This design comes from an exercise in tuning for small area and a short achievable clock period on the open sky130 flow, not from production work.
The RTL was checked by simulation tests, not by an equivalence proof against the original design.

==> job 983 <==
==> flow/design.v <==
package rf_pkg;
   localparam int unsigned RF_INIT_ZERO  = 0;
   localparam int unsigned RF_INIT_INDEX = 1;
   function automatic integer rf_port_sel(input integer port, input integer width);
      rf_port_sel = port * width;
   endfunction
endpackage
module rf_init_seq #(
   parameter  int unsigned DEPTH     = 32,
   localparam int unsigned AW        = $clog2(DEPTH)
) (
   input  logic              clk,
   input  logic              reset,
   output logic [AW-1:0]     init_cnt,
   output logic              run
);
   logic [AW-1:0] cnt_q;
   logic          run_q;
   always_ff @(posedge clk) begin
      if (reset) begin
         run_q <= 1'b0;
         cnt_q <= '0;
      end else if (!run_q) begin
         cnt_q <= cnt_q + AW'(1);
         if (cnt_q == AW'(DEPTH - 1)) run_q <= 1'b1;
      end
   end
   assign init_cnt = cnt_q;
   assign run      = run_q;
endmodule
module pipe_regfile_mp #(
   parameter  int unsigned DATA_W    = 64,
   parameter  int unsigned DEPTH     = 32,
   parameter  int unsigned NUM_RD    = 2,
   parameter  int unsigned INIT_MODE = 1,
   localparam int unsigned AW        = $clog2(DEPTH)
) (
   input  logic                     clk,
   input  logic                     reset,
   input  logic [NUM_RD*AW-1:0]     rd_addr,
   output logic [NUM_RD*DATA_W-1:0] rd_data,
   output logic [NUM_RD-1:0]        rd_busy,
   input  logic                     wr_en,
   input  logic [AW-1:0]            wr_addr,
   input  logic [DATA_W-1:0]        wr_data,
   input  logic                     iss_en,
   input  logic [AW-1:0]            iss_addr,
   output logic                     ready
);
   localparam int unsigned NG = 8;                
   localparam int unsigned SW = DATA_W / NG;      
   localparam int unsigned NW = 4;                
   localparam int unsigned WW = DATA_W / NW;      
   localparam int unsigned NE = DEPTH - 1;        
   logic [AW-1:0] init_cnt;
   logic          run;
   rf_init_seq #(
      .DEPTH    (DEPTH)
   ) u_init_seq (
      .clk      (clk),
      .reset    (reset),
      .init_cnt (init_cnt),
      .run      (run)
   );
   assign ready = run;
   logic [AW-1:0]     waddr;
   logic              wen;
   logic [3:0]        wlo_n;
   logic [7:0]        whi_n;
   logic [DATA_W-1:0] mem_wdata;
   assign waddr = run ? wr_addr : init_cnt;
   assign wen   = !reset && (run ? wr_en : 1'b1);
   always_comb begin
      for (int j = 0; j < 4; j++) wlo_n[j] = !(waddr[1:0] == 2'(j));
      for (int g = 0; g < 8; g++) whi_n[g] = !(wen && (waddr[4:2] == 3'(g)));
      mem_wdata = wr_data;
      if (!run) begin
         mem_wdata = (INIT_MODE == rf_pkg::RF_INIT_INDEX) ? DATA_W'(init_cnt) : '0;
      end
   end
   logic [DATA_W-1:0] mem_q [1:DEPTH-1];
   for (genvar s = 0; s < NW; s++) begin : g_wsl
      logic [NE-1:0] we;      
      rf_dec u_wdec (.lo_n(wlo_n), .hi_n(whi_n), .y(we));
      for (genvar i = 1; i < DEPTH; i++) begin : g_ent
         always_ff @(posedge clk) begin
            if (we[i-1]) mem_q[i][s*WW +: WW] <= mem_wdata[s*WW +: WW];
         end
      end
   end
   logic [DEPTH-1:0] busy_q;
   assign busy_q[0] = 1'b0;
   for (genvar i = 1; i < DEPTH; i++) begin : g_busy
      always_ff @(posedge clk) begin
         if (reset) begin
            busy_q[i] <= 1'b0;
         end else if (run) begin
            if (iss_en && (iss_addr == AW'(i))) busy_q[i] <= 1'b1;
            else if (wr_en && (wr_addr == AW'(i))) busy_q[i] <= 1'b0;
         end
      end
   end
   for (genvar p = 0; p < NUM_RD; p++) begin : g_rd
      logic [AW-1:0] a;
      logic [3:0]    lo_n;
      logic [7:0]    hi_n;
      logic [NE-1:0] sel0;
      logic          pass0;
      assign a = rd_addr[rf_pkg::rf_port_sel(p, AW) +: AW];
      always_comb begin
         for (int j = 0; j < 4; j++) lo_n[j] = !(a[1:0] == 2'(j));
         for (int g = 0; g < 8; g++) hi_n[g] = !(a[4:2] == 3'(g));
      end
      for (genvar s = 0; s < NG; s++) begin : g_sl
         logic [NE-1:0] sel;     
         logic          hit, pass;
         rf_dec u_rdec (.lo_n(lo_n), .hi_n(hi_n), .y(sel));
         rf_hit u_hit (.a(a), .wa(wr_addr), .we(wr_en), .run(run), .hit(hit), .pass(pass));
         if (s == 0) begin : g_s0
            assign sel0  = sel;
            assign pass0 = pass;
         end
         for (genvar k = s*SW; k < (s+1)*SW; k++) begin : g_bit
            logic [NE-1:0] col;
            always_comb begin
               for (int i = 1; i < DEPTH; i++) col[i-1] = mem_q[i][k];
            end
            rf_rd_bit u_bit (
               .d    (col),
               .s    (sel),
               .wd   (wr_data[k]),
               .hit  (hit),
               .pass (pass),
               .y    (rd_data[rf_pkg::rf_port_sel(p, DATA_W) + k])
            );
         end
      end
      rf_rd_busy u_busy (
         .d    (busy_q[DEPTH-1:1]),
         .s    (sel0),
         .pass (pass0),
         .y    (rd_busy[p])
      );
   end
endmodule
module rf_hit (
   input  logic [4:0] a,
   input  logic [4:0] wa,
   input  logic       we,
   input  logic       run,
   output logic       hit,
   output logic       pass
);
   logic eq;
   assign eq   = (wa == a);
   assign hit  = run && we && eq && (a != '0);
   assign pass = run && !(we && eq);
endmodule
module rf_dec (
   input  logic [3:0]  lo_n,
   input  logic [7:0]  hi_n,
   output logic [30:0] y
);
   for (genvar i = 1; i < 32; i++) begin : g_y
      rf_nor2 u_nor (.a(lo_n[i % 4]), .b(hi_n[i / 4]), .y(y[i-1]));
   end
endmodule
module rf_aoi_tree (
   input  logic [30:0] d,
   input  logic [30:0] s,
   input  logic        en,
   output logic [3:0]  hp,
   output logic        d_n
);
   for (genvar h = 0; h < 3; h++) begin : g_q
      rf_or8 u_or (.d(d[8*h +: 8]), .s(s[8*h +: 8]), .y(hp[h]));
   end
   rf_or6 u_or6 (.d(d[29:24]), .s(s[29:24]), .y(hp[3]));
   rf_nand #(.W(3)) u_last (.a({d[30], s[30], en}), .y(d_n));
endmodule
module rf_rd_bit (
   input  logic [30:0] d,
   input  logic [30:0] s,
   input  logic        wd,
   input  logic        hit,
   input  logic        pass,
   output logic        y
);
   logic [3:0] hp;
   logic [1:0] z_n;
   logic       l_n, bw_n;
   rf_aoi_tree u_tree (.d(d), .s(s), .en(pass), .hp(hp), .d_n(l_n));
   rf_o21ai u_o0 (.a(hp[1:0]), .b(pass), .y(z_n[0]));
   rf_o21ai u_o1 (.a(hp[3:2]), .b(pass), .y(z_n[1]));
   rf_nand #(.W(2)) u_bw (.a({hit, wd}), .y(bw_n));
   rf_nand #(.W(4)) u_out (.a({z_n, l_n, bw_n}), .y(y));
endmodule
module rf_rd_busy (
   input  logic [30:0] d,
   input  logic [30:0] s,
   input  logic        pass,
   output logic        y
);
   logic [3:0] hp;
   logic [1:0] z_n;
   logic       l_n;
   rf_aoi_tree u_tree (.d(d), .s(s), .en(pass), .hp(hp), .d_n(l_n));
   rf_o21ai u_o0 (.a(hp[1:0]), .b(pass), .y(z_n[0]));
   rf_o21ai u_o1 (.a(hp[3:2]), .b(pass), .y(z_n[1]));
   rf_nand #(.W(3)) u_out (.a({z_n, l_n}), .y(y));
endmodule
module rf_or8 (
   input  logic [7:0] d,
   input  logic [7:0] s,
   output logic       y
);
   logic [3:0] gn;
   for (genvar g = 0; g < 4; g++) begin : g_aoi
      assign gn[g] = ~|(d[2*g +: 2] & s[2*g +: 2]);
   end
   assign y = ~&gn;
endmodule
module rf_or6 (
   input  logic [5:0] d,
   input  logic [5:0] s,
   output logic       y
);
   logic [2:0] gn;
   for (genvar g = 0; g < 3; g++) begin : g_aoi
      assign gn[g] = ~|(d[2*g +: 2] & s[2*g +: 2]);
   end
   assign y = ~&gn;
endmodule
module rf_aoi22 (
   input  logic [1:0] a,
   input  logic [1:0] b,
   output logic       y
);
   assign y = ~|(a & b);
endmodule
module rf_nand #(
   parameter int unsigned W = 4
) (
   input  logic [W-1:0] a,
   output logic         y
);
   assign y = ~&a;
endmodule
module rf_nor2 (
   input  logic a,
   input  logic b,
   output logic y
);
   assign y = ~(a | b);
endmodule
module rf_o21ai (
   input  logic [1:0] a,
   input  logic       b,
   output logic       y
);
   assign y = ~((|a) & b);
endmodule
==> flow/flow/run.sh <==
#!/bin/bash
# Own flow: the standard synthesis, then the standard layout with the
# delay cells (clkdlybuf4s*, dlygate4sd*, dlymetal6s*) added to the platform's
# don't-use list, so the port buffers and the timing repair use regular
# buffers. Each make run's full output goes to a log file in this folder.
set -euo pipefail
DU="sky130_fd_sc_hd__probe_p_8 sky130_fd_sc_hd__probec_p_8 sky130_fd_sc_hd__lpflow_bleeder_1 sky130_fd_sc_hd__lpflow_clkbufkapwr_1 sky130_fd_sc_hd__lpflow_clkbufkapwr_16 sky130_fd_sc_hd__lpflow_clkbufkapwr_2 sky130_fd_sc_hd__lpflow_clkbufkapwr_4 sky130_fd_sc_hd__lpflow_clkbufkapwr_8 sky130_fd_sc_hd__lpflow_clkinvkapwr_1 sky130_fd_sc_hd__lpflow_clkinvkapwr_16 sky130_fd_sc_hd__lpflow_clkinvkapwr_2 sky130_fd_sc_hd__lpflow_clkinvkapwr_4 sky130_fd_sc_hd__lpflow_clkinvkapwr_8 sky130_fd_sc_hd__lpflow_decapkapwr_12 sky130_fd_sc_hd__lpflow_decapkapwr_3 sky130_fd_sc_hd__lpflow_decapkapwr_4 sky130_fd_sc_hd__lpflow_decapkapwr_6 sky130_fd_sc_hd__lpflow_decapkapwr_8 sky130_fd_sc_hd__lpflow_inputiso0n_1 sky130_fd_sc_hd__lpflow_inputiso0p_1 sky130_fd_sc_hd__lpflow_inputiso1n_1 sky130_fd_sc_hd__lpflow_inputiso1p_1 sky130_fd_sc_hd__lpflow_inputisolatch_1 sky130_fd_sc_hd__lpflow_isobufsrc_1 sky130_fd_sc_hd__lpflow_isobufsrc_16 sky130_fd_sc_hd__lpflow_isobufsrc_2 sky130_fd_sc_hd__lpflow_isobufsrc_4 sky130_fd_sc_hd__lpflow_isobufsrc_8 sky130_fd_sc_hd__lpflow_isobufsrckapwr_16 sky130_fd_sc_hd__lpflow_lsbuf_lh_hl_isowell_tap_1 sky130_fd_sc_hd__lpflow_lsbuf_lh_hl_isowell_tap_2 sky130_fd_sc_hd__lpflow_lsbuf_lh_hl_isowell_tap_4 sky130_fd_sc_hd__lpflow_lsbuf_lh_isowell_4 sky130_fd_sc_hd__lpflow_lsbuf_lh_isowell_tap_1 sky130_fd_sc_hd__lpflow_lsbuf_lh_isowell_tap_2 sky130_fd_sc_hd__lpflow_lsbuf_lh_isowell_tap_4 "
DU="$DU sky130_fd_sc_hd__clkdlybuf4s15_1 sky130_fd_sc_hd__clkdlybuf4s15_2"
DU="$DU sky130_fd_sc_hd__clkdlybuf4s18_1 sky130_fd_sc_hd__clkdlybuf4s18_2"
DU="$DU sky130_fd_sc_hd__clkdlybuf4s25_1 sky130_fd_sc_hd__clkdlybuf4s25_2"
DU="$DU sky130_fd_sc_hd__clkdlybuf4s50_1 sky130_fd_sc_hd__clkdlybuf4s50_2"
DU="$DU sky130_fd_sc_hd__dlygate4sd1_1 sky130_fd_sc_hd__dlygate4sd2_1 sky130_fd_sc_hd__dlygate4sd3_1"
DU="$DU sky130_fd_sc_hd__dlymetal6s2s_1 sky130_fd_sc_hd__dlymetal6s4s_1 sky130_fd_sc_hd__dlymetal6s6s_1"
bash standard.sh synth > make_synth.log 2>&1
bash standard.sh "DONT_USE_CELLS=$DU" finish > make_layout.log 2>&1
==> flow/standard.sh <==
#!/bin/bash
# synth_recipe.tcl (not shown) runs the flow's synth.tcl, then flattens the netlist and writes it again
# the make line also repeats each setting of config.mk as NAME=value (left out here)
make -C /OpenROAD-flow-scripts/flow DESIGN_CONFIG=/design/flow/config.mk WORK_HOME=/design/flow/orfs CLKGATE_MAP_FILE= SYNTH_SCRIPT=/design/flow/synth_recipe.tcl "${@:-finish}"
==> flow/config.mk <==
export PLATFORM = sky130hd
export DESIGN_NAME = pipe_regfile_mp
export DESIGN_NICKNAME = pipe_regfile_mp
export VERILOG_FILES = /design/flow/design.v
export SDC_FILE = /design/flow/constraint.sdc
export NUM_CORES = 4
export LEC_CHECK = 0
export CAP_MARGIN = 20
export CORE_MARGIN = 2
export CORE_UTILIZATION = 65
export CTS_BUF_LIST = sky130_fd_sc_hd__clkbuf_8
export SETUP_SLACK_MARGIN = 1.25
export SLEW_MARGIN = 20
export SYNTH_HIERARCHICAL = 1
export SYNTH_MINIMUM_KEEP_SIZE = 0
==> flow/constraint.sdc <==
create_clock -name core_clock -period 5.5 [get_ports {clk}]
set_input_delay 1.1000 -clock core_clock [delete_from_list [all_inputs] [get_ports {clk}]]
set_output_delay 1.1000 -clock core_clock [all_outputs]
set_load 0.01 [all_outputs]
==> inputs of job 6133, as changes to job 983 <==
--- a/flow/design.v
+++ b/flow/design.v
@@ -105,6 +105,6 @@
       logic [3:0]    lo_n;
       logic [7:0]    hi_n;
+      logic          hit, pass;
       logic [NE-1:0] sel0;
-      logic          pass0;
       assign a = rd_addr[rf_pkg::rf_port_sel(p, AW) +: AW];
       always_comb begin
@@ -112,12 +112,11 @@
          for (int g = 0; g < 8; g++) hi_n[g] = !(a[4:2] == 3'(g));
       end
+      assign hit  = run && wr_en && (wr_addr == a) && (a != '0);
+      assign pass = run && !(wr_en && (wr_addr == a));
       for (genvar s = 0; s < NG; s++) begin : g_sl
          logic [NE-1:0] sel;     
-         logic          hit, pass;
          rf_dec u_rdec (.lo_n(lo_n), .hi_n(hi_n), .y(sel));
-         rf_hit u_hit (.a(a), .wa(wr_addr), .we(wr_en), .run(run), .hit(hit), .pass(pass));
          if (s == 0) begin : g_s0
-            assign sel0  = sel;
-            assign pass0 = pass;
+            assign sel0 = sel;
          end
          for (genvar k = s*SW; k < (s+1)*SW; k++) begin : g_bit
@@ -139,21 +138,8 @@
          .d    (busy_q[DEPTH-1:1]),
          .s    (sel0),
-         .pass (pass0),
+         .pass (pass),
          .y    (rd_busy[p])
       );
    end
-endmodule
-module rf_hit (
-   input  logic [4:0] a,
-   input  logic [4:0] wa,
-   input  logic       we,
-   input  logic       run,
-   output logic       hit,
-   output logic       pass
-);
-   logic eq;
-   assign eq   = (wa == a);
-   assign hit  = run && we && eq && (a != '0);
-   assign pass = run && !(we && eq);
 endmodule
 module rf_dec (
Settings changed: SETUP_SLACK_MARGIN 1.25 to 1.0.
==> run notes <==
Job 6133 produced a clean layout. Job 983 finished clean.
Against job 6133, the synthesized area of job 983 is higher by 1.4%.
In job 983 the via count is higher than in job 6133, by 3.4%.
Cell count: job 6133 is lower than job 983 (about 2%).
In job 6133 the global-route usage is lower than in job 983, by 0.71 points.
Between job 6133 and job 983, the lower design area is in job 6133 (gap 3.0%, measured against job 983).
Between job 983 and job 6133, the lower maximum frequency is in job 6133 (gap 4.5%, measured against job 6133).
Between job 6133 and job 983, the lower critical path depth is in job 983 (gap 2).
==> figures <==
item	job 6133	job 983
Run status	finished clean	finished clean
Weighted congestion reported at the end of routability-driven placement	1.015	1.026
Utilization of the core after routing	76.13%	78.00%
Resize count post-CTS	299	849
Xor and xnor area share after synthesis	0.09229%	0.8397%
Final design area excluding fillers	0.09970 mm2	0.1028 mm2
Nonclk buf count	711	737
Area of the mapped netlist	0.08541 mm2	0.08657 mm2
Period Utilization, post-route	84.92%	81.23%
Clock-cell share of area	6.174%	5.754%
Wire per inst	34.36 um	34.84 um
Fraction of met3 tracks used by global routing	14.90%	12.86%
DP HPWL	196200 um	208100 um
Met1 wire length	103000 um	105300 um
Slew margin rel.	18.12%	4.787%

[afterwards: timing with drivers on the ports]
The flow's constraints put no driver on any port. The routed layouts listed below were extracted and timed again, unchanged, in two steps. Step 1: set_driving_cell puts a clkbuf_16 on clk and a buf_2 on each other input, an assumption about the parent block. Step 2, shift: input delay + t, output delay - t, t = (earliest + latest rising clock arrival at the registers) / 2. This alone moves slack from input paths to output paths. a / b / c = ideal / step 1 / step 2; a / b = the first two.
run	shift t [ns]	slack for setup (ns)	worst setup path at the end	worst slew at a driven data input, ns
job 983	1.113	1.032 / 0.909 / 0.846	input to register	0.28
job 6133	1.102	0.829 / 0.658 / 0.658	input to output	0.23
After both steps every run listed still meets setup and hold. For job 983, which loses most, drivers alone change the setup slack by -0.123 ns; drivers and shift together by -0.186 ns.
